From an optimization exercise on the open Yosys and OpenROAD flow, aimed at small area, a short achievable clock period and few clock cycles per item; shortcuts taken in it are not production practice. Only simulation tests tie the RTL to the original design; equivalence was not proved. Power and IR drop assume default switching activity.

==> flow/design.v <==
package pel_pkg;
    localparam int PEL_WIDTH = 16;
    localparam int ACC_WIDTH = 32;
    typedef logic [PEL_WIDTH-1:0] pel_t;
    typedef logic [ACC_WIDTH-1:0] acc_t;
endpackage
package coef_pkg;
    localparam int COEF_WIDTH = 16;
    localparam int FRAC_BITS = 11;
    typedef logic [COEF_WIDTH-1:0] coef_t;
    localparam coef_t COEF_ONE = coef_t'(1 << FRAC_BITS);
endpackage
module scaler (
    input  logic          clk,
    input  logic          rst_n,
    input  logic          in_write,
    input  pel_pkg::pel_t in_din,
    output logic          in_full,
    input  logic [15:0]   coef,
    input  logic          out_read,
    output pel_pkg::pel_t out_dout,
    output logic          out_empty
);
    logic          v1, v2;
    pel_pkg::pel_t pel_d, pel_q;
    logic [7:0]    one_q, two_q, neg_q;
    logic          b15_q;
    logic [15:0]   s_d, c_d;
    logic [15:1]   t_d, g_d, t_q, g_q;
    logic          y0_d, y0_q, ci_d, ci_q;
    logic          go2, adv, acc;
    logic [16:0] cx;
    assign cx = {coef, 1'b0};
    always_ff @(posedge clk)
    begin
        for (int j = 0; j < 8; j++)
        begin
            one_q[j] <= cx[2*j+1] ^ cx[2*j];
            two_q[j] <= (cx[2*j+2] & ~cx[2*j+1] & ~cx[2*j])
                      | (~cx[2*j+2] & cx[2*j+1] & cx[2*j]);
            neg_q[j] <= cx[2*j+2];
        end
        b15_q <= coef[15];
    end
    assign go2     = ~v2 | out_read;
    assign adv     = v1 & go2;
    assign in_full = v1 & ~go2;
    assign acc     = in_write & ~in_full;
    lane_hold u_hold (
        .d   (in_din),
        .q   (pel_q),
        .v1  (v1),
        .v2  (v2),
        .rd  (out_read),
        .y   (pel_d)
    );
    mul_tree u_tree (
        .a    (pel_q),
        .one  (one_q),
        .two  (two_q),
        .neg  (neg_q),
        .b15  (b15_q),
        .s    (s_d),
        .c    (c_d)
    );
    assign t_d  = s_d[15:1] | c_d[15:1];
    assign g_d  = s_d[15:1] & c_d[15:1];
    assign y0_d = s_d[0] ^ c_d[0];
    assign ci_d = s_d[0] & c_d[0];
    always_ff @(posedge clk)
    begin
        pel_q <= pel_d;
        if (go2)
        begin
            t_q  <= t_d;
            g_q  <= g_d;
            y0_q <= y0_d;
            ci_q <= ci_d;
        end
    end
    always_ff @(posedge clk or negedge rst_n)
    begin
        if (!rst_n)
        begin
            v1 <= 1'b0;
            v2 <= 1'b0;
        end
        else
        begin
            v1 <= acc | (v1 & ~adv);
            if (go2)
                v2 <= v1;
        end
    end
    mul_cpa u_cpa (
        .t  (t_q),
        .g  (g_q),
        .ci (ci_q),
        .y  (out_dout[15:1])
    );
    assign out_dout[0] = y0_q;
    assign out_empty   = ~v2;
endmodule
module lane_hold (
    input  logic [15:0] d,
    input  logic [15:0] q,
    input  logic        v1,
    input  logic        v2,
    input  logic        rd,
    output logic [15:0] y
);
    assign y = (v1 & v2 & ~rd) ? q : d;
endmodule
module mul_tree (
    input  logic [15:0] a,
    input  logic [7:0]  one,
    input  logic [7:0]  two,
    input  logic [7:0]  neg,
    input  logic        b15,
    output logic [15:0] s,
    output logic [15:0] c
);
    logic pp_0_0;
    logic pp_0_1;
    logic pp_0_2;
    logic pp_0_3;
    logic pp_0_4;
    logic pp_0_5;
    logic pp_0_6;
    logic pp_0_7;
    logic pp_0_8;
    logic pp_0_9;
    logic pp_0_10;
    logic pp_0_11;
    logic pp_0_12;
    logic pp_0_13;
    logic pp_0_14;
    logic pp_0_15;
    logic pp_0_16;
    logic ns_0;
    logic pp_1_0;
    logic pp_1_1;
    logic pp_1_2;
    logic pp_1_3;
    logic pp_1_4;
    logic pp_1_5;
    logic pp_1_6;
    logic pp_1_7;
    logic pp_1_8;
    logic pp_1_9;
    logic pp_1_10;
    logic pp_1_11;
    logic pp_1_12;
    logic pp_1_13;
    logic pp_1_14;
    logic pp_1_15;
    logic pp_1_16;
    logic ns_1;
    logic pp_2_0;
    logic pp_2_1;
    logic pp_2_2;
    logic pp_2_3;
    logic pp_2_4;
    logic pp_2_5;
    logic pp_2_6;
    logic pp_2_7;
    logic pp_2_8;
    logic pp_2_9;
    logic pp_2_10;
    logic pp_2_11;
    logic pp_2_12;
    logic pp_2_13;
    logic pp_2_14;
    logic pp_2_15;
    logic pp_2_16;
    logic ns_2;
    logic pp_3_0;
    logic pp_3_1;
    logic pp_3_2;
    logic pp_3_3;
    logic pp_3_4;
    logic pp_3_5;
    logic pp_3_6;
    logic pp_3_7;
    logic pp_3_8;
    logic pp_3_9;
    logic pp_3_10;
    logic pp_3_11;
    logic pp_3_12;
    logic pp_3_13;
    logic pp_3_14;
    logic pp_3_15;
    logic pp_3_16;
    logic ns_3;
    logic pp_4_0;
    logic pp_4_1;
    logic pp_4_2;
    logic pp_4_3;
    logic pp_4_4;
    logic pp_4_5;
    logic pp_4_6;
    logic pp_4_7;
    logic pp_4_8;
    logic pp_4_9;
    logic pp_4_10;
    logic pp_4_11;
    logic pp_4_12;
    logic pp_4_13;
    logic pp_4_14;
    logic pp_4_15;
    logic pp_4_16;
    logic ns_4;
    logic pp_5_0;
    logic pp_5_1;
    logic pp_5_2;
    logic pp_5_3;
    logic pp_5_4;
    logic pp_5_5;
    logic pp_5_6;
    logic pp_5_7;
    logic pp_5_8;
    logic pp_5_9;
    logic pp_5_10;
    logic pp_5_11;
    logic pp_5_12;
    logic pp_5_13;
    logic pp_5_14;
    logic pp_5_15;
    logic pp_5_16;
    logic pp_6_0;
    logic pp_6_1;
    logic pp_6_2;
    logic pp_6_3;
    logic pp_6_4;
    logic pp_6_5;
    logic pp_6_6;
    logic pp_6_7;
    logic pp_6_8;
    logic pp_6_9;
    logic pp_6_10;
    logic pp_6_11;
    logic pp_6_12;
    logic pp_6_13;
    logic pp_6_14;
    logic pp_7_0;
    logic pp_7_1;
    logic pp_7_2;
    logic pp_7_3;
    logic pp_7_4;
    logic pp_7_5;
    logic pp_7_6;
    logic pp_7_7;
    logic pp_7_8;
    logic pp_7_9;
    logic pp_7_10;
    logic pp_7_11;
    logic pp_7_12;
    logic pp_8_0;
    logic pp_8_1;
    logic pp_8_2;
    logic pp_8_3;
    logic pp_8_4;
    logic pp_8_5;
    logic pp_8_6;
    logic pp_8_7;
    logic pp_8_8;
    logic pp_8_9;
    logic pp_8_10;
    logic nc_17;
    logic nc_18;
    logic nc_20;
    logic nc_22;
    logic nc_24;
    logic nc_26;
    logic hs_0;
    logic hc_0;
    logic hs_1;
    logic hc_1;
    logic fs_0;
    logic fc_0;
    logic hs_2;
    logic hc_2;
    logic fs_1;
    logic fc_1;
    logic hs_3;
    logic hc_3;
    logic fs_2;
    logic fc_2;
    logic fs_3;
    logic fc_3;
    logic hs_4;
    logic hc_4;
    logic fs_4;
    logic fc_4;
    logic fs_5;
    logic fc_5;
    logic hs_5;
    logic hc_5;
    logic fs_6;
    logic fc_6;
    logic fs_7;
    logic fc_7;
    logic fs_8;
    logic fc_8;
    logic hs_6;
    logic hc_6;
    logic fs_9;
    logic fc_9;
    logic fs_10;
    logic fc_10;
    logic fs_11;
    logic fc_11;
    logic hs_7;
    logic hc_7;
    logic fs_12;
    logic fc_12;
    logic fs_13;
    logic fc_13;
    logic fs_14;
    logic fc_14;
    logic fs_15;
    logic fc_15;
    logic hs_8;
    logic hc_8;
    logic lg_0;
    logic lt_0;
    logic lg_2;
    logic lt_2;
    logic lg_3;
    logic lt_3;
    logic lg_4;
    logic lt_4;
    logic lg_5;
    logic lt_5;
    logic lg_6;
    logic lt_6;
    logic lg_7;
    logic lt_7;
    logic lg_8;
    logic lt_8;
    logic lg_9;
    logic lt_9;
    logic lg_10;
    logic lt_10;
    logic lcg0;
    logic lcg1;
    logic lcg2;
    logic lct2;
    logic lcg3;
    logic lcg4;
    logic lct4;
    logic lcg5;
    logic lcg6;
    logic lct6;
    logic lcg7;
    logic lcg8;
    logic lct8;
    logic fs_16;
    logic fc_16;
    logic fs_17;
    logic fc_17;
    logic fs_18;
    logic fc_18;
    logic fs_19;
    logic fc_19;
    logic fs_21;
    logic fc_21;
    logic fs_22;
    logic fc_22;
    logic fs_23;
    logic fc_23;
    logic fs_24;
    logic fc_24;
    logic fs_25;
    logic fc_25;
    logic hc_9;
    logic fs_26;
    logic fc_26;
    logic fs_27;
    logic fc_27;
    logic fs_28;
    logic fc_28;
    logic fs_29;
    logic fc_29;
    logic fc_30;
    logic fs_31;
    logic fc_31;
    logic fs_32;
    logic fc_32;
    logic fs_33;
    logic fc_33;
    logic fs_34;
    logic fc_34;
    logic fs_35;
    logic fc_35;
    logic fs_36;
    logic fc_36;
    logic fs_37;
    logic fc_37;
    logic fs_38;
    logic fc_38;
    logic fs_39;
    logic fc_39;
    logic fs_40;
    logic fc_40;
    logic fs_41;
    logic fc_41;
    logic fs_42;
    logic fc_42;
    logic fs_43;
    logic fc_43;
    logic fs_44;
    logic fc_44;
    logic fs_45;
    logic fc_45;
    logic fs_46;
    logic fc_46;
    logic fs_47;
    logic fc_47;
    logic fs_48;
    logic fc_48;
    logic fs_50;
    logic fc_50;
    logic fs_51;
    logic fc_51;
    logic fs_52;
    logic fc_52;
    logic fs_53;
    logic fc_53;
    logic fs_54;
    logic fc_54;
    logic fs_55;
    logic fc_55;
    logic fs_57;
    logic fc_57;
    logic fs_58;
    logic fc_58;
    logic fs_59;
    logic fc_59;
    logic fs_60;
    logic fc_60;
    logic fs_61;
    logic fc_61;
    logic fs_62;
    logic fc_62;
    logic fs_64;
    logic fc_64;
    logic fs_65;
    logic fc_65;
    logic fs_66;
    logic fc_66;
    logic fs_67;
    logic fc_67;
    logic fs_68;
    logic fc_68;
    logic fs_69;
    logic fc_69;
    logic fs_71;
    logic fc_71;
    logic fs_72;
    logic fc_72;
    logic fs_73;
    logic fc_73;
    logic fs_74;
    logic fc_74;
    logic fs_75;
    logic fc_75;
    logic fs_77;
    logic fc_77;
    logic fs_78;
    logic fc_78;
    logic fs_79;
    logic fc_79;
    logic fs_80;
    logic fc_80;
    logic fs_81;
    logic fc_81;
    logic fs_83;
    logic fc_83;
    logic fs_84;
    logic fc_84;
    logic fs_85;
    logic fc_85;
    logic fs_86;
    logic fc_86;
    logic fs_88;
    logic fc_88;
    logic fs_89;
    logic fc_89;
    logic fs_90;
    logic fc_90;
    logic fs_91;
    logic fc_91;
    logic fs_93;
    logic fc_93;
    logic fs_94;
    logic fc_94;
    logic fs_95;
    logic fc_95;
    logic fs_97;
    logic fc_97;
    logic fs_98;
    logic fc_98;
    logic fs_99;
    logic fc_99;
    logic fs_101;
    logic fc_101;
    logic fs_102;
    logic fc_102;
    logic fc_103;
    assign pp_0_0 = ((one[0] & a[0])) ^ neg[0];
    assign pp_0_1 = ((one[0] & a[1]) | (two[0] & a[0])) ^ neg[0];
    assign pp_0_2 = ((one[0] & a[2]) | (two[0] & a[1])) ^ neg[0];
    assign pp_0_3 = ((one[0] & a[3]) | (two[0] & a[2])) ^ neg[0];
    assign pp_0_4 = ((one[0] & a[4]) | (two[0] & a[3])) ^ neg[0];
    assign pp_0_5 = ((one[0] & a[5]) | (two[0] & a[4])) ^ neg[0];
    assign pp_0_6 = ((one[0] & a[6]) | (two[0] & a[5])) ^ neg[0];
    assign pp_0_7 = ((one[0] & a[7]) | (two[0] & a[6])) ^ neg[0];
    assign pp_0_8 = ((one[0] & a[8]) | (two[0] & a[7])) ^ neg[0];
    assign pp_0_9 = ((one[0] & a[9]) | (two[0] & a[8])) ^ neg[0];
    assign pp_0_10 = ((one[0] & a[10]) | (two[0] & a[9])) ^ neg[0];
    assign pp_0_11 = ((one[0] & a[11]) | (two[0] & a[10])) ^ neg[0];
    assign pp_0_12 = ((one[0] & a[12]) | (two[0] & a[11])) ^ neg[0];
    assign pp_0_13 = ((one[0] & a[13]) | (two[0] & a[12])) ^ neg[0];
    assign pp_0_14 = ((one[0] & a[14]) | (two[0] & a[13])) ^ neg[0];
    assign pp_0_15 = ((one[0] & a[15]) | (two[0] & a[14])) ^ neg[0];
    assign pp_0_16 = ((two[0] & a[15])) ^ neg[0];
    assign ns_0 = ~neg[0];
    assign pp_1_0 = ((one[1] & a[0])) ^ neg[1];
    assign pp_1_1 = ((one[1] & a[1]) | (two[1] & a[0])) ^ neg[1];
    assign pp_1_2 = ((one[1] & a[2]) | (two[1] & a[1])) ^ neg[1];
    assign pp_1_3 = ((one[1] & a[3]) | (two[1] & a[2])) ^ neg[1];
    assign pp_1_4 = ((one[1] & a[4]) | (two[1] & a[3])) ^ neg[1];
    assign pp_1_5 = ((one[1] & a[5]) | (two[1] & a[4])) ^ neg[1];
    assign pp_1_6 = ((one[1] & a[6]) | (two[1] & a[5])) ^ neg[1];
    assign pp_1_7 = ((one[1] & a[7]) | (two[1] & a[6])) ^ neg[1];
    assign pp_1_8 = ((one[1] & a[8]) | (two[1] & a[7])) ^ neg[1];
    assign pp_1_9 = ((one[1] & a[9]) | (two[1] & a[8])) ^ neg[1];
    assign pp_1_10 = ((one[1] & a[10]) | (two[1] & a[9])) ^ neg[1];
    assign pp_1_11 = ((one[1] & a[11]) | (two[1] & a[10])) ^ neg[1];
    assign pp_1_12 = ((one[1] & a[12]) | (two[1] & a[11])) ^ neg[1];
    assign pp_1_13 = ((one[1] & a[13]) | (two[1] & a[12])) ^ neg[1];
    assign pp_1_14 = ((one[1] & a[14]) | (two[1] & a[13])) ^ neg[1];
    assign pp_1_15 = ((one[1] & a[15]) | (two[1] & a[14])) ^ neg[1];
    assign pp_1_16 = ((two[1] & a[15])) ^ neg[1];
    assign ns_1 = ~neg[1];
    assign pp_2_0 = ((one[2] & a[0])) ^ neg[2];
    assign pp_2_1 = ((one[2] & a[1]) | (two[2] & a[0])) ^ neg[2];
    assign pp_2_2 = ((one[2] & a[2]) | (two[2] & a[1])) ^ neg[2];
    assign pp_2_3 = ((one[2] & a[3]) | (two[2] & a[2])) ^ neg[2];
    assign pp_2_4 = ((one[2] & a[4]) | (two[2] & a[3])) ^ neg[2];
    assign pp_2_5 = ((one[2] & a[5]) | (two[2] & a[4])) ^ neg[2];
    assign pp_2_6 = ((one[2] & a[6]) | (two[2] & a[5])) ^ neg[2];
    assign pp_2_7 = ((one[2] & a[7]) | (two[2] & a[6])) ^ neg[2];
    assign pp_2_8 = ((one[2] & a[8]) | (two[2] & a[7])) ^ neg[2];
    assign pp_2_9 = ((one[2] & a[9]) | (two[2] & a[8])) ^ neg[2];
    assign pp_2_10 = ((one[2] & a[10]) | (two[2] & a[9])) ^ neg[2];
    assign pp_2_11 = ((one[2] & a[11]) | (two[2] & a[10])) ^ neg[2];
    assign pp_2_12 = ((one[2] & a[12]) | (two[2] & a[11])) ^ neg[2];
    assign pp_2_13 = ((one[2] & a[13]) | (two[2] & a[12])) ^ neg[2];
    assign pp_2_14 = ((one[2] & a[14]) | (two[2] & a[13])) ^ neg[2];
    assign pp_2_15 = ((one[2] & a[15]) | (two[2] & a[14])) ^ neg[2];
    assign pp_2_16 = ((two[2] & a[15])) ^ neg[2];
    assign ns_2 = ~neg[2];
    assign pp_3_0 = ((one[3] & a[0])) ^ neg[3];
    assign pp_3_1 = ((one[3] & a[1]) | (two[3] & a[0])) ^ neg[3];
    assign pp_3_2 = ((one[3] & a[2]) | (two[3] & a[1])) ^ neg[3];
    assign pp_3_3 = ((one[3] & a[3]) | (two[3] & a[2])) ^ neg[3];
    assign pp_3_4 = ((one[3] & a[4]) | (two[3] & a[3])) ^ neg[3];
    assign pp_3_5 = ((one[3] & a[5]) | (two[3] & a[4])) ^ neg[3];
    assign pp_3_6 = ((one[3] & a[6]) | (two[3] & a[5])) ^ neg[3];
    assign pp_3_7 = ((one[3] & a[7]) | (two[3] & a[6])) ^ neg[3];
    assign pp_3_8 = ((one[3] & a[8]) | (two[3] & a[7])) ^ neg[3];
    assign pp_3_9 = ((one[3] & a[9]) | (two[3] & a[8])) ^ neg[3];
    assign pp_3_10 = ((one[3] & a[10]) | (two[3] & a[9])) ^ neg[3];
    assign pp_3_11 = ((one[3] & a[11]) | (two[3] & a[10])) ^ neg[3];
    assign pp_3_12 = ((one[3] & a[12]) | (two[3] & a[11])) ^ neg[3];
    assign pp_3_13 = ((one[3] & a[13]) | (two[3] & a[12])) ^ neg[3];
    assign pp_3_14 = ((one[3] & a[14]) | (two[3] & a[13])) ^ neg[3];
    assign pp_3_15 = ((one[3] & a[15]) | (two[3] & a[14])) ^ neg[3];
    assign pp_3_16 = ((two[3] & a[15])) ^ neg[3];
    assign ns_3 = ~neg[3];
    assign pp_4_0 = ((one[4] & a[0])) ^ neg[4];
    assign pp_4_1 = ((one[4] & a[1]) | (two[4] & a[0])) ^ neg[4];
    assign pp_4_2 = ((one[4] & a[2]) | (two[4] & a[1])) ^ neg[4];
    assign pp_4_3 = ((one[4] & a[3]) | (two[4] & a[2])) ^ neg[4];
    assign pp_4_4 = ((one[4] & a[4]) | (two[4] & a[3])) ^ neg[4];
    assign pp_4_5 = ((one[4] & a[5]) | (two[4] & a[4])) ^ neg[4];
    assign pp_4_6 = ((one[4] & a[6]) | (two[4] & a[5])) ^ neg[4];
    assign pp_4_7 = ((one[4] & a[7]) | (two[4] & a[6])) ^ neg[4];
    assign pp_4_8 = ((one[4] & a[8]) | (two[4] & a[7])) ^ neg[4];
    assign pp_4_9 = ((one[4] & a[9]) | (two[4] & a[8])) ^ neg[4];
    assign pp_4_10 = ((one[4] & a[10]) | (two[4] & a[9])) ^ neg[4];
    assign pp_4_11 = ((one[4] & a[11]) | (two[4] & a[10])) ^ neg[4];
    assign pp_4_12 = ((one[4] & a[12]) | (two[4] & a[11])) ^ neg[4];
    assign pp_4_13 = ((one[4] & a[13]) | (two[4] & a[12])) ^ neg[4];
    assign pp_4_14 = ((one[4] & a[14]) | (two[4] & a[13])) ^ neg[4];
    assign pp_4_15 = ((one[4] & a[15]) | (two[4] & a[14])) ^ neg[4];
    assign pp_4_16 = ((two[4] & a[15])) ^ neg[4];
    assign ns_4 = ~neg[4];
    assign pp_5_0 = ((one[5] & a[0])) ^ neg[5];
    assign pp_5_1 = ((one[5] & a[1]) | (two[5] & a[0])) ^ neg[5];
    assign pp_5_2 = ((one[5] & a[2]) | (two[5] & a[1])) ^ neg[5];
    assign pp_5_3 = ((one[5] & a[3]) | (two[5] & a[2])) ^ neg[5];
    assign pp_5_4 = ((one[5] & a[4]) | (two[5] & a[3])) ^ neg[5];
    assign pp_5_5 = ((one[5] & a[5]) | (two[5] & a[4])) ^ neg[5];
    assign pp_5_6 = ((one[5] & a[6]) | (two[5] & a[5])) ^ neg[5];
    assign pp_5_7 = ((one[5] & a[7]) | (two[5] & a[6])) ^ neg[5];
    assign pp_5_8 = ((one[5] & a[8]) | (two[5] & a[7])) ^ neg[5];
    assign pp_5_9 = ((one[5] & a[9]) | (two[5] & a[8])) ^ neg[5];
    assign pp_5_10 = ((one[5] & a[10]) | (two[5] & a[9])) ^ neg[5];
    assign pp_5_11 = ((one[5] & a[11]) | (two[5] & a[10])) ^ neg[5];
    assign pp_5_12 = ((one[5] & a[12]) | (two[5] & a[11])) ^ neg[5];
    assign pp_5_13 = ((one[5] & a[13]) | (two[5] & a[12])) ^ neg[5];
    assign pp_5_14 = ((one[5] & a[14]) | (two[5] & a[13])) ^ neg[5];
    assign pp_5_15 = ((one[5] & a[15]) | (two[5] & a[14])) ^ neg[5];
    assign pp_5_16 = ((two[5] & a[15])) ^ neg[5];
    assign pp_6_0 = ((one[6] & a[0])) ^ neg[6];
    assign pp_6_1 = ((one[6] & a[1]) | (two[6] & a[0])) ^ neg[6];
    assign pp_6_2 = ((one[6] & a[2]) | (two[6] & a[1])) ^ neg[6];
    assign pp_6_3 = ((one[6] & a[3]) | (two[6] & a[2])) ^ neg[6];
    assign pp_6_4 = ((one[6] & a[4]) | (two[6] & a[3])) ^ neg[6];
    assign pp_6_5 = ((one[6] & a[5]) | (two[6] & a[4])) ^ neg[6];
    assign pp_6_6 = ((one[6] & a[6]) | (two[6] & a[5])) ^ neg[6];
    assign pp_6_7 = ((one[6] & a[7]) | (two[6] & a[6])) ^ neg[6];
    assign pp_6_8 = ((one[6] & a[8]) | (two[6] & a[7])) ^ neg[6];
    assign pp_6_9 = ((one[6] & a[9]) | (two[6] & a[8])) ^ neg[6];
    assign pp_6_10 = ((one[6] & a[10]) | (two[6] & a[9])) ^ neg[6];
    assign pp_6_11 = ((one[6] & a[11]) | (two[6] & a[10])) ^ neg[6];
    assign pp_6_12 = ((one[6] & a[12]) | (two[6] & a[11])) ^ neg[6];
    assign pp_6_13 = ((one[6] & a[13]) | (two[6] & a[12])) ^ neg[6];
    assign pp_6_14 = ((one[6] & a[14]) | (two[6] & a[13])) ^ neg[6];
    assign pp_7_0 = ((one[7] & a[0])) ^ neg[7];
    assign pp_7_1 = ((one[7] & a[1]) | (two[7] & a[0])) ^ neg[7];
    assign pp_7_2 = ((one[7] & a[2]) | (two[7] & a[1])) ^ neg[7];
    assign pp_7_3 = ((one[7] & a[3]) | (two[7] & a[2])) ^ neg[7];
    assign pp_7_4 = ((one[7] & a[4]) | (two[7] & a[3])) ^ neg[7];
    assign pp_7_5 = ((one[7] & a[5]) | (two[7] & a[4])) ^ neg[7];
    assign pp_7_6 = ((one[7] & a[6]) | (two[7] & a[5])) ^ neg[7];
    assign pp_7_7 = ((one[7] & a[7]) | (two[7] & a[6])) ^ neg[7];
    assign pp_7_8 = ((one[7] & a[8]) | (two[7] & a[7])) ^ neg[7];
    assign pp_7_9 = ((one[7] & a[9]) | (two[7] & a[8])) ^ neg[7];
    assign pp_7_10 = ((one[7] & a[10]) | (two[7] & a[9])) ^ neg[7];
    assign pp_7_11 = ((one[7] & a[11]) | (two[7] & a[10])) ^ neg[7];
    assign pp_7_12 = ((one[7] & a[12]) | (two[7] & a[11])) ^ neg[7];
    assign pp_8_0 = b15 & a[0];
    assign pp_8_1 = b15 & a[1];
    assign pp_8_2 = b15 & a[2];
    assign pp_8_3 = b15 & a[3];
    assign pp_8_4 = b15 & a[4];
    assign pp_8_5 = b15 & a[5];
    assign pp_8_6 = b15 & a[6];
    assign pp_8_7 = b15 & a[7];
    assign pp_8_8 = b15 & a[8];
    assign pp_8_9 = b15 & a[9];
    assign pp_8_10 = b15 & a[10];
    assign nc_17 = ~ns_0;
    assign nc_18 = ~ns_0;
    assign nc_20 = ~pp_8_4;
    assign nc_22 = ~pp_8_6;
    assign nc_24 = ~pp_8_8;
    assign nc_26 = ~pp_8_10;
    mul_ha u_hs_0 (.a(neg[1]), .b(pp_0_2), .s(hs_0), .c(hc_0));
    mul_ha u_hs_1 (.a(pp_0_3), .b(pp_1_1), .s(hs_1), .c(hc_1));
    mul_fa u_fs_0 (.a(neg[2]), .b(pp_0_4), .ci(pp_1_2), .s(fs_0), .co(fc_0));
    mul_ha u_hs_2 (.a(pp_2_0), .b(hc_1), .s(hs_2), .c(hc_2));
    mul_fa u_fs_1 (.a(pp_0_5), .b(pp_1_3), .ci(pp_2_1), .s(fs_1), .co(fc_1));
    mul_ha u_hs_3 (.a(hc_2), .b(fc_0), .s(hs_3), .c(hc_3));
    mul_fa u_fs_2 (.a(neg[3]), .b(pp_0_6), .ci(pp_1_4), .s(fs_2), .co(fc_2));
    mul_fa u_fs_3 (.a(pp_2_2), .b(pp_3_0), .ci(fc_1), .s(fs_3), .co(fc_3));
    mul_ha u_hs_4 (.a(fs_2), .b(hc_3), .s(hs_4), .c(hc_4));
    mul_fa u_fs_4 (.a(pp_0_7), .b(pp_1_5), .ci(pp_2_3), .s(fs_4), .co(fc_4));
    mul_fa u_fs_5 (.a(pp_3_1), .b(fc_2), .ci(fs_4), .s(fs_5), .co(fc_5));
    mul_ha u_hs_5 (.a(fc_3), .b(hc_4), .s(hs_5), .c(hc_5));
    mul_fa u_fs_6 (.a(neg[4]), .b(pp_0_8), .ci(pp_1_6), .s(fs_6), .co(fc_6));
    mul_fa u_fs_7 (.a(pp_2_4), .b(pp_3_2), .ci(pp_4_0), .s(fs_7), .co(fc_7));
    mul_fa u_fs_8 (.a(fc_4), .b(fs_6), .ci(fs_7), .s(fs_8), .co(fc_8));
    mul_ha u_hs_6 (.a(fc_5), .b(hc_5), .s(hs_6), .c(hc_6));
    mul_fa u_fs_9 (.a(pp_0_9), .b(pp_1_7), .ci(pp_2_5), .s(fs_9), .co(fc_9));
    mul_fa u_fs_10 (.a(pp_3_3), .b(pp_4_1), .ci(fc_6), .s(fs_10), .co(fc_10));
    mul_fa u_fs_11 (.a(fc_7), .b(fs_9), .ci(fc_8), .s(fs_11), .co(fc_11));
    mul_ha u_hs_7 (.a(fs_10), .b(hc_6), .s(hs_7), .c(hc_7));
    mul_fa u_fs_12 (.a(neg[5]), .b(pp_0_10), .ci(pp_1_8), .s(fs_12), .co(fc_12));
    mul_fa u_fs_13 (.a(pp_2_6), .b(pp_3_4), .ci(pp_4_2), .s(fs_13), .co(fc_13));
    mul_fa u_fs_14 (.a(pp_5_0), .b(fc_9), .ci(fs_12), .s(fs_14), .co(fc_14));
    mul_fa u_fs_15 (.a(fs_13), .b(fc_10), .ci(fs_14), .s(fs_15), .co(fc_15));
    mul_ha u_hs_8 (.a(fc_11), .b(hc_7), .s(hs_8), .c(hc_8));
    assign lg_0 = neg[0] & pp_0_0;
    assign lt_0 = neg[0] | pp_0_0;
    assign lg_2 = pp_1_0 & hs_0;
    assign lt_2 = pp_1_0 | hs_0;
    assign lg_3 = hc_0 & hs_1;
    assign lt_3 = hc_0 | hs_1;
    assign lg_4 = fs_0 & hs_2;
    assign lt_4 = fs_0 | hs_2;
    assign lg_5 = fs_1 & hs_3;
    assign lt_5 = fs_1 | hs_3;
    assign lg_6 = fs_3 & hs_4;
    assign lt_6 = fs_3 | hs_4;
    assign lg_7 = fs_5 & hs_5;
    assign lt_7 = fs_5 | hs_5;
    assign lg_8 = fs_8 & hs_6;
    assign lt_8 = fs_8 | hs_6;
    assign lg_9 = fs_11 & hs_7;
    assign lt_9 = fs_11 | hs_7;
    assign lg_10 = fs_15 & hs_8;
    assign lt_10 = fs_15 | hs_8;
    assign lcg0 = 1'b0 | (pp_0_1 & lg_0);
    assign lcg1 = lg_2 | (lt_2 & lcg0);
    assign lcg2 = lg_4 | (lt_4 & lg_3);
    assign lct2 = lt_4 & lt_3;
    assign lcg3 = lcg2 | (lct2 & lcg1);
    assign lcg4 = lg_6 | (lt_6 & lg_5);
    assign lct4 = lt_6 & lt_5;
    assign lcg5 = lcg4 | (lct4 & lcg3);
    assign lcg6 = lg_8 | (lt_8 & lg_7);
    assign lct6 = lt_8 & lt_7;
    assign lcg7 = lcg6 | (lct6 & lcg5);
    assign lcg8 = lg_10 | (lt_10 & lg_9);
    assign lct8 = lt_10 & lt_9;
    assign c[0] = lcg8 | (lct8 & lcg7);
    mul_fa u_fs_16 (.a(pp_0_11), .b(pp_1_9), .ci(pp_2_7), .s(fs_16), .co(fc_16));
    mul_fa u_fs_17 (.a(pp_3_5), .b(pp_4_3), .ci(pp_5_1), .s(fs_17), .co(fc_17));
    mul_fa u_fs_18 (.a(fc_12), .b(fc_13), .ci(fs_16), .s(fs_18), .co(fc_18));
    mul_fa u_fs_19 (.a(fs_17), .b(fc_14), .ci(fs_18), .s(fs_19), .co(fc_19));
    mul_fa u_fs_20 (.a(fc_15), .b(fs_19), .ci(hc_8), .s(s[0]), .co(c[1]));
    mul_fa u_fs_21 (.a(neg[6]), .b(pp_0_12), .ci(pp_1_10), .s(fs_21), .co(fc_21));
    mul_fa u_fs_22 (.a(pp_2_8), .b(pp_3_6), .ci(pp_4_4), .s(fs_22), .co(fc_22));
    mul_fa u_fs_23 (.a(pp_5_2), .b(pp_6_0), .ci(fc_16), .s(fs_23), .co(fc_23));
    mul_fa u_fs_24 (.a(fc_17), .b(fs_21), .ci(fs_22), .s(fs_24), .co(fc_24));
    mul_fa u_fs_25 (.a(fc_18), .b(fs_23), .ci(fs_24), .s(fs_25), .co(fc_25));
    mul_ha u_hs_9 (.a(fc_19), .b(fs_25), .s(s[1]), .c(hc_9));
    mul_fa u_fs_26 (.a(pp_0_13), .b(pp_1_11), .ci(pp_2_9), .s(fs_26), .co(fc_26));
    mul_fa u_fs_27 (.a(pp_3_7), .b(pp_4_5), .ci(pp_5_3), .s(fs_27), .co(fc_27));
    mul_fa u_fs_28 (.a(pp_6_1), .b(fc_21), .ci(fc_22), .s(fs_28), .co(fc_28));
    mul_fa u_fs_29 (.a(fs_26), .b(fs_27), .ci(fc_23), .s(fs_29), .co(fc_29));
    mul_fa u_fs_30 (.a(fc_24), .b(fs_28), .ci(fs_29), .s(s[2]), .co(fc_30));
    mul_ha u_hs_10 (.a(fc_25), .b(hc_9), .s(c[2]), .c(s[3]));
    mul_fa u_fs_31 (.a(neg[7]), .b(pp_0_14), .ci(pp_1_12), .s(fs_31), .co(fc_31));
    mul_fa u_fs_32 (.a(pp_2_10), .b(pp_3_8), .ci(pp_4_6), .s(fs_32), .co(fc_32));
    mul_fa u_fs_33 (.a(pp_5_4), .b(pp_6_2), .ci(pp_7_0), .s(fs_33), .co(fc_33));
    mul_fa u_fs_34 (.a(fc_26), .b(fc_27), .ci(fs_31), .s(fs_34), .co(fc_34));
    mul_fa u_fs_35 (.a(fs_32), .b(fs_33), .ci(fc_28), .s(fs_35), .co(fc_35));
    mul_fa u_fs_36 (.a(fs_34), .b(fc_29), .ci(fs_35), .s(fs_36), .co(fc_36));
    mul_ha u_hs_11 (.a(fc_30), .b(fs_36), .s(c[3]), .c(s[4]));
    mul_fa u_fs_37 (.a(pp_0_15), .b(pp_1_13), .ci(pp_2_11), .s(fs_37), .co(fc_37));
    mul_fa u_fs_38 (.a(pp_3_9), .b(pp_4_7), .ci(pp_5_5), .s(fs_38), .co(fc_38));
    mul_fa u_fs_39 (.a(pp_6_3), .b(pp_7_1), .ci(fc_31), .s(fs_39), .co(fc_39));
    mul_fa u_fs_40 (.a(fc_32), .b(fc_33), .ci(fs_37), .s(fs_40), .co(fc_40));
    mul_fa u_fs_41 (.a(fs_38), .b(fc_34), .ci(fs_39), .s(fs_41), .co(fc_41));
    mul_fa u_fs_42 (.a(fs_40), .b(fc_35), .ci(fs_41), .s(fs_42), .co(fc_42));
    mul_ha u_hs_12 (.a(fc_36), .b(fs_42), .s(c[4]), .c(s[5]));
    mul_fa u_fs_43 (.a(pp_8_0), .b(pp_0_16), .ci(pp_1_14), .s(fs_43), .co(fc_43));
    mul_fa u_fs_44 (.a(pp_2_12), .b(pp_3_10), .ci(pp_4_8), .s(fs_44), .co(fc_44));
    mul_fa u_fs_45 (.a(pp_5_6), .b(pp_6_4), .ci(pp_7_2), .s(fs_45), .co(fc_45));
    mul_fa u_fs_46 (.a(fc_37), .b(fc_38), .ci(fs_43), .s(fs_46), .co(fc_46));
    mul_fa u_fs_47 (.a(fs_44), .b(fs_45), .ci(fc_39), .s(fs_47), .co(fc_47));
    mul_fa u_fs_48 (.a(fc_40), .b(fs_46), .ci(fc_41), .s(fs_48), .co(fc_48));
    mul_fa u_fs_49 (.a(fs_47), .b(fc_42), .ci(fs_48), .s(c[5]), .co(s[6]));
    mul_fa u_fs_50 (.a(nc_17), .b(pp_8_1), .ci(pp_1_15), .s(fs_50), .co(fc_50));
    mul_fa u_fs_51 (.a(pp_2_13), .b(pp_3_11), .ci(pp_4_9), .s(fs_51), .co(fc_51));
    mul_fa u_fs_52 (.a(pp_5_7), .b(pp_6_5), .ci(pp_7_3), .s(fs_52), .co(fc_52));
    mul_fa u_fs_53 (.a(fc_43), .b(fc_44), .ci(fc_45), .s(fs_53), .co(fc_53));
    mul_fa u_fs_54 (.a(fs_50), .b(fs_51), .ci(fs_52), .s(fs_54), .co(fc_54));
    mul_fa u_fs_55 (.a(fc_46), .b(fs_53), .ci(fs_54), .s(fs_55), .co(fc_55));
    mul_fa u_fs_56 (.a(fc_47), .b(fs_55), .ci(fc_48), .s(c[6]), .co(c[7]));
    mul_fa u_fs_57 (.a(nc_18), .b(pp_8_2), .ci(pp_1_16), .s(fs_57), .co(fc_57));
    mul_fa u_fs_58 (.a(pp_2_14), .b(pp_3_12), .ci(pp_4_10), .s(fs_58), .co(fc_58));
    mul_fa u_fs_59 (.a(pp_5_8), .b(pp_6_6), .ci(pp_7_4), .s(fs_59), .co(fc_59));
    mul_fa u_fs_60 (.a(fc_50), .b(fc_51), .ci(fc_52), .s(fs_60), .co(fc_60));
    mul_fa u_fs_61 (.a(fs_57), .b(fs_58), .ci(fs_59), .s(fs_61), .co(fc_61));
    mul_fa u_fs_62 (.a(fc_53), .b(fc_54), .ci(fs_60), .s(fs_62), .co(fc_62));
    mul_fa u_fs_63 (.a(fs_61), .b(fc_55), .ci(fs_62), .s(s[7]), .co(s[8]));
    mul_fa u_fs_64 (.a(ns_1), .b(ns_0), .ci(pp_8_3), .s(fs_64), .co(fc_64));
    mul_fa u_fs_65 (.a(pp_2_15), .b(pp_3_13), .ci(pp_4_11), .s(fs_65), .co(fc_65));
    mul_fa u_fs_66 (.a(pp_5_9), .b(pp_6_7), .ci(pp_7_5), .s(fs_66), .co(fc_66));
    mul_fa u_fs_67 (.a(fs_64), .b(fc_57), .ci(fc_58), .s(fs_67), .co(fc_67));
    mul_fa u_fs_68 (.a(fc_59), .b(fs_65), .ci(fs_66), .s(fs_68), .co(fc_68));
    mul_fa u_fs_69 (.a(fc_60), .b(fc_61), .ci(fs_67), .s(fs_69), .co(fc_69));
    mul_fa u_fs_70 (.a(fs_68), .b(fc_62), .ci(fs_69), .s(c[8]), .co(s[9]));
    mul_fa u_fs_71 (.a(nc_20), .b(pp_2_16), .ci(pp_3_14), .s(fs_71), .co(fc_71));
    mul_fa u_fs_72 (.a(pp_4_12), .b(pp_5_10), .ci(pp_6_8), .s(fs_72), .co(fc_72));
    mul_fa u_fs_73 (.a(pp_7_6), .b(fc_64), .ci(fc_65), .s(fs_73), .co(fc_73));
    mul_fa u_fs_74 (.a(fc_66), .b(fs_71), .ci(fs_72), .s(fs_74), .co(fc_74));
    mul_fa u_fs_75 (.a(fc_67), .b(fc_68), .ci(fs_73), .s(fs_75), .co(fc_75));
    mul_fa u_fs_76 (.a(fs_74), .b(fc_69), .ci(fs_75), .s(c[9]), .co(s[10]));
    mul_fa u_fs_77 (.a(ns_2), .b(pp_8_5), .ci(pp_8_4), .s(fs_77), .co(fc_77));
    mul_fa u_fs_78 (.a(pp_3_15), .b(pp_4_13), .ci(pp_5_11), .s(fs_78), .co(fc_78));
    mul_fa u_fs_79 (.a(pp_6_9), .b(pp_7_7), .ci(fs_77), .s(fs_79), .co(fc_79));
    mul_fa u_fs_80 (.a(fc_71), .b(fc_72), .ci(fs_78), .s(fs_80), .co(fc_80));
    mul_fa u_fs_81 (.a(fs_79), .b(fc_73), .ci(fc_74), .s(fs_81), .co(fc_81));
    mul_fa u_fs_82 (.a(fs_80), .b(fc_75), .ci(fs_81), .s(c[10]), .co(s[11]));
    mul_fa u_fs_83 (.a(nc_22), .b(pp_3_16), .ci(pp_4_14), .s(fs_83), .co(fc_83));
    mul_fa u_fs_84 (.a(pp_5_12), .b(pp_6_10), .ci(pp_7_8), .s(fs_84), .co(fc_84));
    mul_fa u_fs_85 (.a(fc_77), .b(fc_78), .ci(fs_83), .s(fs_85), .co(fc_85));
    mul_fa u_fs_86 (.a(fs_84), .b(fc_79), .ci(fc_80), .s(fs_86), .co(fc_86));
    mul_fa u_fs_87 (.a(fs_85), .b(fc_81), .ci(fs_86), .s(c[11]), .co(s[12]));
    mul_fa u_fs_88 (.a(ns_3), .b(pp_8_7), .ci(pp_8_6), .s(fs_88), .co(fc_88));
    mul_fa u_fs_89 (.a(pp_4_15), .b(pp_5_13), .ci(pp_6_11), .s(fs_89), .co(fc_89));
    mul_fa u_fs_90 (.a(pp_7_9), .b(fs_88), .ci(fc_83), .s(fs_90), .co(fc_90));
    mul_fa u_fs_91 (.a(fc_84), .b(fs_89), .ci(fc_85), .s(fs_91), .co(fc_91));
    mul_fa u_fs_92 (.a(fs_90), .b(fc_86), .ci(fs_91), .s(c[12]), .co(s[13]));
    mul_fa u_fs_93 (.a(nc_24), .b(pp_4_16), .ci(pp_5_14), .s(fs_93), .co(fc_93));
    mul_fa u_fs_94 (.a(pp_6_12), .b(pp_7_10), .ci(fc_88), .s(fs_94), .co(fc_94));
    mul_fa u_fs_95 (.a(fc_89), .b(fs_93), .ci(fs_94), .s(fs_95), .co(fc_95));
    mul_fa u_fs_96 (.a(fc_90), .b(fs_95), .ci(fc_91), .s(c[13]), .co(c[14]));
    mul_fa u_fs_97 (.a(ns_4), .b(pp_8_9), .ci(pp_8_8), .s(fs_97), .co(fc_97));
    mul_fa u_fs_98 (.a(pp_5_15), .b(pp_6_13), .ci(pp_7_11), .s(fs_98), .co(fc_98));
    mul_fa u_fs_99 (.a(fs_97), .b(fc_93), .ci(fs_98), .s(fs_99), .co(fc_99));
    mul_fa u_fs_100 (.a(fc_94), .b(fs_99), .ci(fc_95), .s(s[14]), .co(c[15]));
    mul_fa u_fs_101 (.a(nc_26), .b(pp_5_16), .ci(pp_6_14), .s(fs_101), .co(fc_101));
    mul_fa u_fs_102 (.a(pp_7_12), .b(fc_97), .ci(fc_98), .s(fs_102), .co(fc_102));
    mul_fa u_fs_103 (.a(fs_101), .b(fc_99), .ci(fs_102), .s(s[15]), .co(fc_103));
endmodule
module mul_fa (
    input  logic a,
    input  logic b,
    input  logic ci,
    output logic s,
    output logic co
);
    assign s  = a ^ b ^ ci;
    assign co = (a & b) | (ci & (a ^ b));
endmodule
module mul_ha (
    input  logic a,
    input  logic b,
    output logic s,
    output logic c
);
    assign s = a ^ b;
    assign c = a & b;
endmodule
module mul_cpa (
    input  logic [14:0] t,
    input  logic [14:0] g,
    input  logic        ci,
    output logic [14:0] y
);
    logic g0_1;
    assign g0_1 = g[0] | (t[0] & ci);
    logic g0_3;
    assign g0_3 = g[2] | (t[2] & g[1]);
    logic t0_3;
    assign t0_3 = t[2] & t[1];
    logic g0_5;
    assign g0_5 = g[4] | (t[4] & g[3]);
    logic t0_5;
    assign t0_5 = t[4] & t[3];
    logic g0_7;
    assign g0_7 = g[6] | (t[6] & g[5]);
    logic t0_7;
    assign t0_7 = t[6] & t[5];
    logic g0_9;
    assign g0_9 = g[8] | (t[8] & g[7]);
    logic t0_9;
    assign t0_9 = t[8] & t[7];
    logic g0_11;
    assign g0_11 = g[10] | (t[10] & g[9]);
    logic t0_11;
    assign t0_11 = t[10] & t[9];
    logic g0_13;
    assign g0_13 = g[12] | (t[12] & g[11]);
    logic t0_13;
    assign t0_13 = t[12] & t[11];
    logic g0_15;
    assign g0_15 = g[14] | (t[14] & g[13]);
    logic t0_15;
    assign t0_15 = t[14] & t[13];
    logic g1_2;
    assign g1_2 = g[1] | (t[1] & g0_1);
    logic g1_3;
    assign g1_3 = g0_3 | (t0_3 & g0_1);
    logic g1_6;
    assign g1_6 = g[5] | (t[5] & g0_5);
    logic t1_6;
    assign t1_6 = t[5] & t0_5;
    logic g1_7;
    assign g1_7 = g0_7 | (t0_7 & g0_5);
    logic t1_7;
    assign t1_7 = t0_7 & t0_5;
    logic g1_10;
    assign g1_10 = g[9] | (t[9] & g0_9);
    logic t1_10;
    assign t1_10 = t[9] & t0_9;
    logic g1_11;
    assign g1_11 = g0_11 | (t0_11 & g0_9);
    logic t1_11;
    assign t1_11 = t0_11 & t0_9;
    logic g1_14;
    assign g1_14 = g[13] | (t[13] & g0_13);
    logic t1_14;
    assign t1_14 = t[13] & t0_13;
    logic g1_15;
    assign g1_15 = g0_15 | (t0_15 & g0_13);
    logic t1_15;
    assign t1_15 = t0_15 & t0_13;
    logic g2_4;
    assign g2_4 = g[3] | (t[3] & g1_3);
    logic g2_5;
    assign g2_5 = g0_5 | (t0_5 & g1_3);
    logic g2_6;
    assign g2_6 = g1_6 | (t1_6 & g1_3);
    logic g2_7;
    assign g2_7 = g1_7 | (t1_7 & g1_3);
    logic g2_12;
    assign g2_12 = g[11] | (t[11] & g1_11);
    logic t2_12;
    assign t2_12 = t[11] & t1_11;
    logic g2_13;
    assign g2_13 = g0_13 | (t0_13 & g1_11);
    logic t2_13;
    assign t2_13 = t0_13 & t1_11;
    logic g2_14;
    assign g2_14 = g1_14 | (t1_14 & g1_11);
    logic t2_14;
    assign t2_14 = t1_14 & t1_11;
    logic g2_15;
    assign g2_15 = g1_15 | (t1_15 & g1_11);
    logic t2_15;
    assign t2_15 = t1_15 & t1_11;
    logic g3_8;
    assign g3_8 = g[7] | (t[7] & g2_7);
    logic g3_9;
    assign g3_9 = g0_9 | (t0_9 & g2_7);
    logic g3_10;
    assign g3_10 = g1_10 | (t1_10 & g2_7);
    logic g3_11;
    assign g3_11 = g1_11 | (t1_11 & g2_7);
    logic g3_12;
    assign g3_12 = g2_12 | (t2_12 & g2_7);
    logic g3_13;
    assign g3_13 = g2_13 | (t2_13 & g2_7);
    logic g3_14;
    assign g3_14 = g2_14 | (t2_14 & g2_7);
    logic g3_15;
    assign g3_15 = g2_15 | (t2_15 & g2_7);
    assign y[0] = (t[0] & ~g[0]) ^ ci;
    assign y[1] = (t[1] & ~g[1]) ^ g0_1;
    assign y[2] = (t[2] & ~g[2]) ^ g1_2;
    assign y[3] = (t[3] & ~g[3]) ^ g1_3;
    assign y[4] = (t[4] & ~g[4]) ^ g2_4;
    assign y[5] = (t[5] & ~g[5]) ^ g2_5;
    assign y[6] = (t[6] & ~g[6]) ^ g2_6;
    assign y[7] = (t[7] & ~g[7]) ^ g2_7;
    assign y[8] = (t[8] & ~g[8]) ^ g3_8;
    assign y[9] = (t[9] & ~g[9]) ^ g3_9;
    assign y[10] = (t[10] & ~g[10]) ^ g3_10;
    assign y[11] = (t[11] & ~g[11]) ^ g3_11;
    assign y[12] = (t[12] & ~g[12]) ^ g3_12;
    assign y[13] = (t[13] & ~g[13]) ^ g3_13;
    assign y[14] = (t[14] & ~g[14]) ^ g3_14;
endmodule
module pel_scaler_top #(
    parameter int FLUX  = 2,
    parameter int DEPTH = 4
) (
    input  logic                              clk,
    input  logic                              rst_n,
    input  logic            [FLUX-1:0]        in_write,
    input  pel_pkg::pel_t   [FLUX-1:0]        in_din,
    output logic            [FLUX-1:0]        in_full,
    input  coef_pkg::coef_t [FLUX-1:0]        coef,
    input  logic            [FLUX-1:0]        out_read,
    output pel_pkg::pel_t   [FLUX-1:0]        out_dout,
    output logic            [FLUX-1:0]        out_empty
);
    genvar f;
    generate
        for (f = 0; f < FLUX; f++)
        begin : g_lane
            scaler u_lane (
                .clk       (clk),
                .rst_n     (rst_n),
                .in_write  (in_write[f]),
                .in_din    (in_din[f]),
                .in_full   (in_full[f]),
                .coef      (coef[f]),
                .out_read  (out_read[f]),
                .out_dout  (out_dout[f]),
                .out_empty (out_empty[f])
            );
        end
    endgenerate
endmodule
==> flow/flow/run.sh <==
#!/bin/bash
# the standard layout, with plain buffers (not delay cells) on the ports
bash standard.sh "BUFFER_PORTS_ARGS=-buffer_cell sky130_fd_sc_hd__buf_1" finish > standard.log 2>&1
==> flow/standard.sh <==
#!/bin/bash
# synth_recipe.tcl (not shown) runs the flow's synth.tcl, then flattens the netlist and writes it again
# the make line also repeats each setting of config.mk as NAME=value (left out here)
make -C /OpenROAD-flow-scripts/flow DESIGN_CONFIG=/design/flow/config.mk WORK_HOME=/design/flow/orfs CLKGATE_MAP_FILE= SYNTH_SCRIPT=/design/flow/synth_recipe.tcl "${@:-finish}"
==> flow/config.mk <==
export PLATFORM = sky130hd
export DESIGN_NAME = pel_scaler_top
export DESIGN_NICKNAME = pel_scaler_top
export VERILOG_FILES = /design/flow/design.v
export SDC_FILE = /design/flow/constraint.sdc
export NUM_CORES = 4
export LEC_CHECK = 0
export CAP_MARGIN = 20
export CORE_MARGIN = 2
export CORE_UTILIZATION = 40
export CTS_BUF_LIST = sky130_fd_sc_hd__clkbuf_4 sky130_fd_sc_hd__clkbuf_8
export CTS_CLUSTER_DIAMETER = 100
export CTS_CLUSTER_SIZE = 30
export SETUP_SLACK_MARGIN = 4
export SLEW_MARGIN = 20
export SYNTH_HIERARCHICAL = 1
==> flow/constraint.sdc <==
create_clock -name core_clock -period 8.0 [get_ports {clk}]
set_input_delay 1.6000 -clock core_clock [delete_from_list [all_inputs] [get_ports {clk}]]
set_output_delay 1.6000 -clock core_clock [all_outputs]
set_load 0.01 [all_outputs]
==> flow_summary.toml, run 1 <==
[synthesis]
ys.flop_type = "dfxtp_1"
synth-seq-cells = 148
ys_seq_area_frac = 0.230
synth_edf_count = 64
post-synth-top-count-cell = "xnor2_1"
ys_async_sr_fraction = 0.0270
postSynthCellCount = 1446
avgSynthCellArea_um2 = 10.9
synth_cell_types = 49
syn-cell-area_um2 = 15800
synth_top_cells_by_count = "xnor2_1, a22oi_1, fa_1"
ys_warn_count = 7
synth_top_area_cell = "fa_1"
synth.area.top_cells = "fa_1, xnor2_1, edfxtp_1"
synthesis.nets = 1752
synth.top_cell.area_share = 0.264

[routing]
first_iter_violations = 973
wire_per_inst_um = 19.5
vias = 11038
postRouteAntennaNets = 0
viasPerCell = 5.57
drc = 0
dr.pass1.iters = 6
drt_wl_total_um = 38700

[floorplan]
ios = 106
fp.dieW_um = 203
start_util = 0.406
rows = 72
die-area_um2 = 41000
die_y_um = 203
core_area_um2 = 38800

[grt]
grt_overflow_total = 0
grt_max_degree = 34
antenna_found_initial = 0
grt_pass1_wl_um = 61400
grt_pass1_vias = 11171
grt_use_total = 0.190

[critical_path]
crit_type = "flip-flop to flip-flop"
worstPathMaxFanout = 16
required_ps = 8250
arrival_ps = 4170
critPathCaptureType = "flip-flop"
cp-start-kind = "flip-flop"

[layout]
final_layout_size_suffix_gt1_frac = 0.113
fin_util = 0.432
nNetsFinal = 1756
multi_input_area_um2 = 11300
areaGrowthSynthToFinish_pct = 6.28
stdcell_area_um2 = 16800
final-seq-area_um2 = 3680
fillers = 3748
num_antenna_cells = 0

[cts]
clockBufferDepth = 2
clock-sinks = 148
cts_tree = "done"
hold_buffers = 0
cts_root_buf = "clkbuf_8"
clk_latency_ps = 490
path_clk_slew_ps = 90
htree_levels = 4
cts_buffers = 17

[sta]
setup_viol = 0
slew_headroom = 0.297
post-route-period-util = 0.489
tns_ps = 0
finalMaxSlewViolations = 0
fin_worst_skew_ps = 20.3
max_freq_mhz = 256
whs_ps = 497
final_period_minus_worst_setup_slack_ps = 3910
finalHoldViolCount = 0
rsz0062_at_grt = "yes"
worst_pin_slew_ps = 1050

[placement]
numPortBuffers = 105
hpwl_um = 28000
post_dp_cell_area_um2 = 16300
gp_congestion = 0.889

[power_and_ir_drop]
powerDensity_nw_per_um2 = 379
vdd_ir_drop_max_uv = 179
leakage_uw = 0.00588

[worst_hold_path]
hold_class = "flip-flop to flip-flop"

[job]
cap_violations = 0

[run_status]
outcome = "timing/DRC/antenna clean"
## area by class of cell
| cell class | count | share of cell area |
|---|---|---|
| Inverter | 24 | 0.00537 |
| Sequential cell | 148 | 0.219 |
| Clock buffer | 18 | 0.0148 |
| Multi-Input combinational cell | 1124 | 0.677 |
| Tap cell | 518 | 0.0387 |
| Clock inverter | 14 | 0.00754 |
| Timing Repair Buffer | 135 | 0.0372 |
## placed cells by master, fill, tap and decap left out, drive strengths merged, types with 6 or more instances in the layout
| cell | count |
|---|---|
| mux2 | 32 |
| dfxtp | 80 |
| o22ai | 6 |
| a21oi | 32 |
| nor2b | 20 |
| and2 | 46 |
| a22oi | 236 |
| edfxtp | 64 |
| xnor2 | 282 |
| xor2 | 14 |
| buf | 133 |
| ha | 28 |
| nand3b | 16 |
| a31oi | 8 |
| nor2 | 20 |
| o21ai | 32 |
| inv | 29 |
| or2 | 32 |
| nand2 | 42 |
| clkbuf | 20 |
| fa | 208 |
| nand2b | 30 |
## per-stage QoR
| stage | power (uW) | std cells | worst slack (ps) |
|---|---|---|---|
| global route | 7060 | 1981 | 3980 |
| CTS | 6410 | 1975 | 4010 |
| detailed placement | 5810 | 1943 | 4030 |
| global placement | 5710 | 1943 | 4050 |
| finish | 6350 | 1981 | 4090 |
| floorplan | 4740 | 1446 | 4350 |
## Yosys stat by module, one instance, submodules excluded, excerpt
module | flip-flops and latches | cells inside | copies in the design
lane_hold | 0 | 18 | 2
mul_cpa | 0 | 74 | 2
mul_fa | 0 | 1 | 208
mul_ha | 0 | 1 | 26
mul_tree | 0 | 374 | 2
scaler | 74 | 140 | 2
## state kept, by name (all words and copies together) (netlist names)
signal	cells
g_lane.u_lane.g_q	30
g_lane.u_lane.one_q	16
g_lane.u_lane.pel_q	32
g_lane.u_lane.neg_q	16
g_lane.u_lane.v2	2
g_lane.u_lane.t_q	30
g_lane.u_lane.y0_q	2
g_lane.u_lane.ci_q	2
g_lane.u_lane.two_q	16
g_lane.u_lane.v1	2
## where the power goes
group | internal, uW | switching (uW)
Combinational | 2090 | 2120
Sequential | 1270 | 289
Clock | 256 | 323
## critical path, cell delays in order, from the launching register on
cell	delay (ps)
dfxtp_1	820
a22oi_1	170
xnor2_1	210
fa_1	440
fa_1	450
fa_1	490
fa_1	400
fa_1	470
or2_1	230
## worst paths after layout
path	startpoint	end	slack, ps	cells past startpoint
min in group asynchronous	rst_n	g_lane[0].u_lane.v1	920	1
setup / recovery	g_lane[1].u_lane.two_q[4]	g_lane[1].u_lane.t_q[5]	4090	8
setup reg to reg	g_lane[1].u_lane.two_q[4]	g_lane[1].u_lane.t_q[5]	4090	8
max in group asynchronous	rst_n	g_lane[1].u_lane.v1	6890	1
hold / removal	g_lane[0].u_lane.pel_q[10]	g_lane[0].u_lane.pel_q[10]	500	1
hold reg to reg	g_lane[0].u_lane.pel_q[10]	g_lane[0].u_lane.pel_q[10]	500	1
## timing repair
action	in CTS	in global routing
setup endpoints to repair	1	15
gates resized for setup	1	48
pin swaps	0	9
buffers inserted	0	6
## metal layers
layer | global-route usage | vias up | part of all wire
met4 | 0.0537 | 0 | 0.016
li1 | - | 4964 | -
met1 | 0.242 | 5594 | 0.41
met2 | 0.330 | 423 | 0.51
met3 | 0.0363 | 57 | 0.067
met5 | 0 | - | 0
## logic make-up (layout without fill, tap and decap cells)
group | after synthesis | in the layout | synth area share
and+or+nand+nor | 226 | 226 | 0.0838
DFF | 148 | 148 | 0.230
AOI/OAI and AO/OA | 334 | 334 | 0.157
muxes | 32 | 32 | 0.0276
adders and majority gates | 236 | 236 | 0.286
xor gates and xnor gates | 296 | 296 | 0.164
buffers and inverters | 174 | 191 | 0.0513
Testbench counts, summed over its fixed seeds: cycles 8,016, items 16,000.
==> inputs of run 2 (changes only) <==
==> flow/flow/run.sh (replaced) <==
#!/bin/bash
# the standard layout, with plain buffers (not delay cells) on the ports
bash standard.sh "BUFFER_PORTS_ARGS=-buffer_cell sky130_fd_sc_hd__buf_2" finish > standard.log 2>&1
==> flow_summary.toml, run 2 <==
[critical_path]
ff2ff_path_depth = 8
critPathCaptureType = "flip-flop"
cp-start-kind = "flip-flop"
r2r_end = "g_lane[1].u_lane.t_q[5]"
crit_type = "flip-flop to flip-flop"
r2r_slack_ps = 4140
arrival_ps = 4100
required_ps = 8240
r2r_start = "g_lane[1].u_lane.one_q[5]"
worstPathMaxFanout = 16

[worst_hold_path]
hold_depth = 1
hp-start = "g_lane[0].u_lane.pel_q[10]"
whs_endpoint = "g_lane[0].u_lane.pel_q[10]"
hold_class = "flip-flop to flip-flop"

[synthesis]
synth_edf_count = 64
avgSynthCellArea_um2 = 10.9
ys_seq_area_frac = 0.230
post-synth-top-count-cell = "xnor2_1"
synth_cell_types = 49
synth_top_cells_by_count = "xnor2_1, a22oi_1, fa_1"
synthMuxAreaShare = 0.0276
synth.area.top_cells = "fa_1, xnor2_1, edfxtp_1"
synth_compound_area_frac = 0.157
ys_async_sr_fraction = 0.0270
synthXorXnorAreaFrac = 0.164
ys_warn_count = 7
synth.top_cell.area_share = 0.264
synth_top_family_by_area = "adder cells"
synth-seq-cells = 148
synthSimpleGateAreaFrac = 0.0838
synth_top_area_cell = "fa_1"
synth_fa_ha_area_frac = 0.286
postSynthCellCount = 1446
ys.flop_type = "dfxtp_1"
synthesis.nets = 1752
syn-cell-area_um2 = 15800

[floorplan]
fp.dieW_um = 203
start_util = 0.406
rows = 72
core_area_um2 = 38800
ios = 106
die_y_um = 203
die-area_um2 = 41000

[routing]
postRouteAntennaNets = 0
first_iter_violations = 1077
vias = 10901
route.met3.wl_um = 2710
wire_per_inst_um = 19.1
wl_met2_um = 18800
drc = 0
drt-met1-wl_um = 15400
highest_layer = "met4"
dr.pass1.iters = 7
drt_wl_total_um = 37600
viasPerCell = 5.53

[power_and_ir_drop]
leakage_uw = 0.00615
pwr-share-clk = 0.096
vdd_ir_drop_max_uv = 163
internal-power_uw = 3700
comb_power_share = 0.658
powerDensity_nw_per_um2 = 379
seqPwrFrac = 0.245
swShare = 0.422
power.net_switching_uw = 2690

[sta]
slew_headroom = 0.312
fin_worst_skew_ps = 22.5
post-route-period-util = 0.483
finalMaxSlewViolations = 0
worst_pin_slew_ps = 1030
finalHoldViolCount = 0
max_freq_mhz = 259
setup_viol = 0
final_period_minus_worst_setup_slack_ps = 3860
rsz0062_at_grt = "yes"
tns_ps = 0

[cts]
clockBufferDepth = 2
clock-sinks = 148
cts_root_buf = "clkbuf_8"
cts_tree = "done"
path_clk_slew_ps = 90
cts_setup_buffers = 0
clk_latency_ps = 480
cts_buffers = 17
htree_levels = 4

[layout]
final_layout_size_suffix_gt1_frac = 0.180
areaGrowthSynthToFinish_pct = 6.93
reg.largest.list = "g_lane.u_lane.pel_q x32, g_lane.u_lane.g_q x30, g_lane.u_lane.t_q x30"
largest_reg_flops = 32
nNetsFinal = 1747
final_cell_mix = "xnor2_1, a22oi_1, fa_1"
num_antenna_cells = 0
stdcell_count = 1972
largest_register = "g_lane.u_lane.pel_q"
layout_commonest_cell = "xnor2_1"
fillers = 3662

[placement]
hpwl_um = 27700
gp_congestion = 0.892
numPortBuffers = 105
dp_cells = 1940

[grt]
grt_max_degree = 34
grt_pass1_vias = 11217
antenna_found_initial = 0
grt_pass1_wl_um = 61300
grt_overflow_total = 0
grt_use_total = 0.188

[job]
cap_violations = 0

[run_status]
outcome = "timing/DRC/antenna clean"
[run 2: cell counts after synthesis]
No cell type changed its count.
[run 2: worst max-delay path by stage]
stage | startpoint | slack [ps] | endpoint
after floorplan | g_lane[0].u_lane.pel_q[6] | 4350 | g_lane[0].u_lane.t_q[5]
after detailed placement | g_lane[0].u_lane.neg_q[0] | 3840 | g_lane[0].u_lane.t_q[5]
after global placement | g_lane[0].u_lane.neg_q[0] | 3880 | g_lane[0].u_lane.t_q[5]
final | g_lane[1].u_lane.one_q[5] | 4140 | g_lane[1].u_lane.t_q[5]
after CTS | g_lane[1].u_lane.pel_q[11] | 4030 | g_lane[1].u_lane.t_q[5]
after global routing | g_lane[0].u_lane.two_q[2] | 3970 | g_lane[0].u_lane.y0_q
[run 2: critical path, stage by stage, from the launching register on]
cell and delay [ps]:
dfxtp_1 760, a22oi_1 210, xnor2_1 180, fa_1 410
fa_1 450, fa_1 430, fa_1 510, fa_1 420
or2_1 240
[run 2: timing repair]
item,4_1_cts,5_1_grt
endpoints found under the setup margin,8,15
resized for setup,4,43
hold buffers,0,0
[run 2: area by class of cell]
class | instances | area [um2] | area share
clock buffer | 20 | 269 | 0.0160
clock inverter | 12 | 141 | 0.00838
inverter | 24 | 90.1 | 0.00534
multi-input combinational | 1124 | 11400 | 0.673
sequential | 148 | 3680 | 0.218
tap | 518 | 648 | 0.0384
timing repair buffer | 126 | 683 | 0.0405
[run 2: modules after synthesis (local to each module, per instance), a selection]
| module | area, um2 | flops+latches |
|---|---|---|
| lane_hold | 249 | 0 |
| mul_cpa | 524 | 0 |
| mul_fa | 20.0 | 0 |
| mul_ha | 12.5 | 0 |
| mul_tree | 2620 | 0 |
| scaler | 2250 | 74 |
[run 2: cell families (layout without fill, tap and decap cells)]
logic type	Yosys count	in the layout
compound gates	334	334
xor+xnor	296	296
fa+ha+maj	236	236
buf+inv	174	182
flops	148	148
mux	32	32
simple gates	226	226
[run 2: per-stage QoR]
step                      hold slack [ps]  cell area (um2)   util  total power [uW]  setup WS (ps)
after floorplan                       452            15800      -              4740           4350
after global placement                478            16400  0.422              5750           3880
after detailed placement              478            16400  0.422              5860           3840
after CTS                             502            16800  0.433              6490           4030
after global routing                  529            16900  0.434              7140           3970
final                                 499            16900  0.434              6390           4140
[run 2: power groups by stage]
stage	registers (uW)	clock network [uW]	logic (uW)
after CTS	1560	640	4290
after global placement	1570	0	4180
after global routing	1600	668	4870
final	1570	615	4210
after detailed placement	1580	0	4280
after floorplan	1400	0	3340
[run 2: metal layers]
metal	GRT usage	vias up
met5	0	-
met2	0.322	410
li1	-	4949
met4	0.0560	0
met3	0.0441	58
met1	0.238	5484
==> inputs of run 3 (changes only) <==
--- a/flow/config.mk
+++ b/flow/config.mk
@@ -11,6 +11,6 @@
 export CTS_BUF_LIST = sky130_fd_sc_hd__clkbuf_4 sky130_fd_sc_hd__clkbuf_8
 export CTS_CLUSTER_DIAMETER = 100
 export CTS_CLUSTER_SIZE = 30
-export SETUP_SLACK_MARGIN = 4
+export SETUP_SLACK_MARGIN = 4.3
 export SLEW_MARGIN = 20
 export SYNTH_HIERARCHICAL = 1
==> flow_summary.toml, run 3 <==
[routing]
dr.pass1.iters = 7
drt_wl_total_um = 38000
viasPerCell = 5.53
vias = 11052
first_iter_violations = 896
drc = 0
wire_per_inst_um = 19.0
postRouteAntennaNets = 0

[floorplan]
die_y_um = 203
ios = 106
rows = 72
start_util = 0.406
die-area_um2 = 41000
fp.dieW_um = 203
core_area_um2 = 38800

[sta]
final_period_minus_worst_setup_slack_ps = 3740
tns_ps = 0
rsz0062_at_grt = "yes"
fin_worst_skew_ps = 21.9
slew_headroom = 0.599
post-route-period-util = 0.467
worst_pin_slew_ps = 601
max_freq_mhz = 267
finalMaxSlewViolations = 0
setup_viol = 0
finalHoldViolCount = 0

[layout]
final_cell_mix = "xnor2_1, a22oi_1, fa_1"
layout_commonest_cell = "xnor2_1"
final_layout_size_suffix_gt1_frac = 0.221
final-seq-area_um2 = 3810
fillers = 3624
largest_reg_flops = 32
multi_input_area_um2 = 11500
largest_register = "g_lane.u_lane.pel_q"
nNetsFinal = 1773
num_antenna_cells = 0
reg.largest.list = "g_lane.u_lane.pel_q x32, g_lane.u_lane.g_q x30, g_lane.u_lane.t_q x30"
areaGrowthSynthToFinish_pct = 10.5
fin_util = 0.449
stdcell_area_um2 = 17400

[worst_hold_path]
hold_depth = 1
hp-start = "g_lane[0].u_lane.pel_q[8]"
whs_endpoint = "g_lane[0].u_lane.pel_q[8]"
hold_class = "flip-flop to flip-flop"

[synthesis]
ys.flop_type = "dfxtp_1"
ys_warn_count = 7
synth-seq-cells = 148
ys_seq_area_frac = 0.230
synthesis.nets = 1752
synth_top_area_cell = "fa_1"
synth_top_cells_by_count = "xnor2_1, a22oi_1, fa_1"
syn-cell-area_um2 = 15800
synth.top_cell.area_share = 0.264
avgSynthCellArea_um2 = 10.9
synth_edf_count = 64
post-synth-top-count-cell = "xnor2_1"
synth.area.top_cells = "fa_1, xnor2_1, edfxtp_1"
postSynthCellCount = 1446
synth_cell_types = 49
ys_async_sr_fraction = 0.0270

[grt]
grt_use_total = 0.188
grt_pass1_vias = 11227
grt_overflow_total = 0
grt_max_degree = 34
grt_pass1_wl_um = 61200
antenna_found_initial = 0

[cts]
cts_buffers = 17
clk_latency_ps = 490
path_clk_slew_ps = 80
htree_levels = 4
cts_root_buf = "clkbuf_8"
clockBufferDepth = 2
hold_buffers = 0
clock-sinks = 148
cts_tree = "done"

[run_status]
outcome = "timing/DRC/antenna clean"

[placement]
gp_congestion = 0.892
hpwl_um = 27700
post_dp_cell_area_um2 = 16400
numPortBuffers = 105

[critical_path]
r2r_end = "g_lane[1].u_lane.t_q[5]"
max_stage_delay_ps = 440
ff2ff_path_depth = 8
cp_cell_sequence = "a21oi_4 -> o21ai_4 -> a32oi_4 -> o31ai_4 -> o31ai_2 -> xnor2_1 -> buf_2"
required_ps = 6400
cp-start-kind = "flip-flop"
critPathTopFamily = "compound AO/OA/AOI/OAI gates"
cp.buffers_inverters = 1
worstPathMaxFanout = 4
crit_type = "flip-flop to output port"
r2r_start = "g_lane[1].u_lane.pel_q[9]"
slowest_stage = "edfxtp_1"
r2r_slack_ps = 4390
arrival_ps = 2140
critPathCaptureType = "output port"

[power_and_ir_drop]
p_total_uw = 6620
leakage_uw = 0.00635
vdd_ir_drop_max_uv = 170
powerDensity_nw_per_um2 = 380

[job]
cap_violations = 0
## run 3: cell count changes in the layout (fill, tap and decap cells not counted), sizes merged
cell  previous run  this run
buf            126       152
## run 3: stage by stage
step	hold slack (ps)	std cells	setup slack, ps
floorplan	452	1446	4350
global placement	478	1940	3880
detailed placement	478	1940	3840
CTS	502	1976	4140
global route	544	1998	4090
finish	526	1998	4260
## run 3: cell families (layout without fill, tap and decap cells)
family                     Yosys count  count (layout)  synth area share
and+or+nand+nor                    226             226            0.0838
buffers and inverters              174             208            0.0513
adders and majority gates          236             236             0.286
muxes                               32              32            0.0276
AOI/OAI and AO/OA                  334             334             0.157
xor gates and xnor gates           296             296             0.164
DFF                                148             148             0.230
## run 3: how the worst max path moves through the flow
stage,start,to,slack [ps],cells past startpoint
final,g_lane[0].u_lane.ci_q,out_dout[15],4260,7
after global routing,g_lane[0].u_lane.ci_q,out_dout[15],4090,7
after CTS,g_lane[1].u_lane.ci_q,out_dout[31],4140,7
after detailed placement,g_lane[0].u_lane.neg_q[0],g_lane[0].u_lane.t_q[5],3840,7
after global placement,g_lane[0].u_lane.neg_q[0],g_lane[0].u_lane.t_q[5],3880,7
after floorplan,g_lane[0].u_lane.pel_q[6],g_lane[0].u_lane.t_q[5],4350,10
## run 3: final cells by class
class | instances | area share
clock buffers | 20 | 0.0154
repair buffers | 152 | 0.0549
flip-flops and latches | 148 | 0.219
multi-input cells | 1124 | 0.660
well taps | 518 | 0.0372
inverters | 24 | 0.00517
clock inverters | 12 | 0.00811
## run 3: worst register-to-register path, stage by stage, from the launching register on
cell     delay, ps
dfxtp_1        510
buf_4          300
a22oi_1        140
xnor2_1        280
fa_1           500
fa_1           470
fa_1           510
fa_1           420
or2_1          230
## run 3: report_power, final
part	switching, uW	total (uW)	internal (uW)
clock	314	616	302
combinational	2160	4420	2260
sequential	303	1580	1270
total	2780	6620	3840
## run 3: timing repair
action | 4_1_cts | 5_1_grt
resized for setup | 57 | 106
gates cloned | 0 | 0
buffers inserted | 4 | 22
setup endpoints to repair | 49 | 37
pin swaps | 12 | 26
endpoints found under the hold margin | 0 | 0
## run 3: modules after synthesis, one instance, submodules excluded, excerpt
module	cell area, um2	flip-flops and latches	cells inside	times used
lane_hold	249	0	18	2
mul_cpa	524	0	74	2
mul_fa	20.0	0	1	208
mul_ha	12.5	0	1	26
mul_tree	2620	0	374	2
scaler	2250	74	140	2
## run 3: routing by layer
metal | GRT usage | up-vias | share of wire
met5 | 0 | - | 0
met4 | 0.0550 | 0 | 0.016
met3 | 0.0445 | 48 | 0.072
met2 | 0.322 | 406 | 0.50
met1 | 0.237 | 5587 | 0.41
li1 | - | 5011 | -
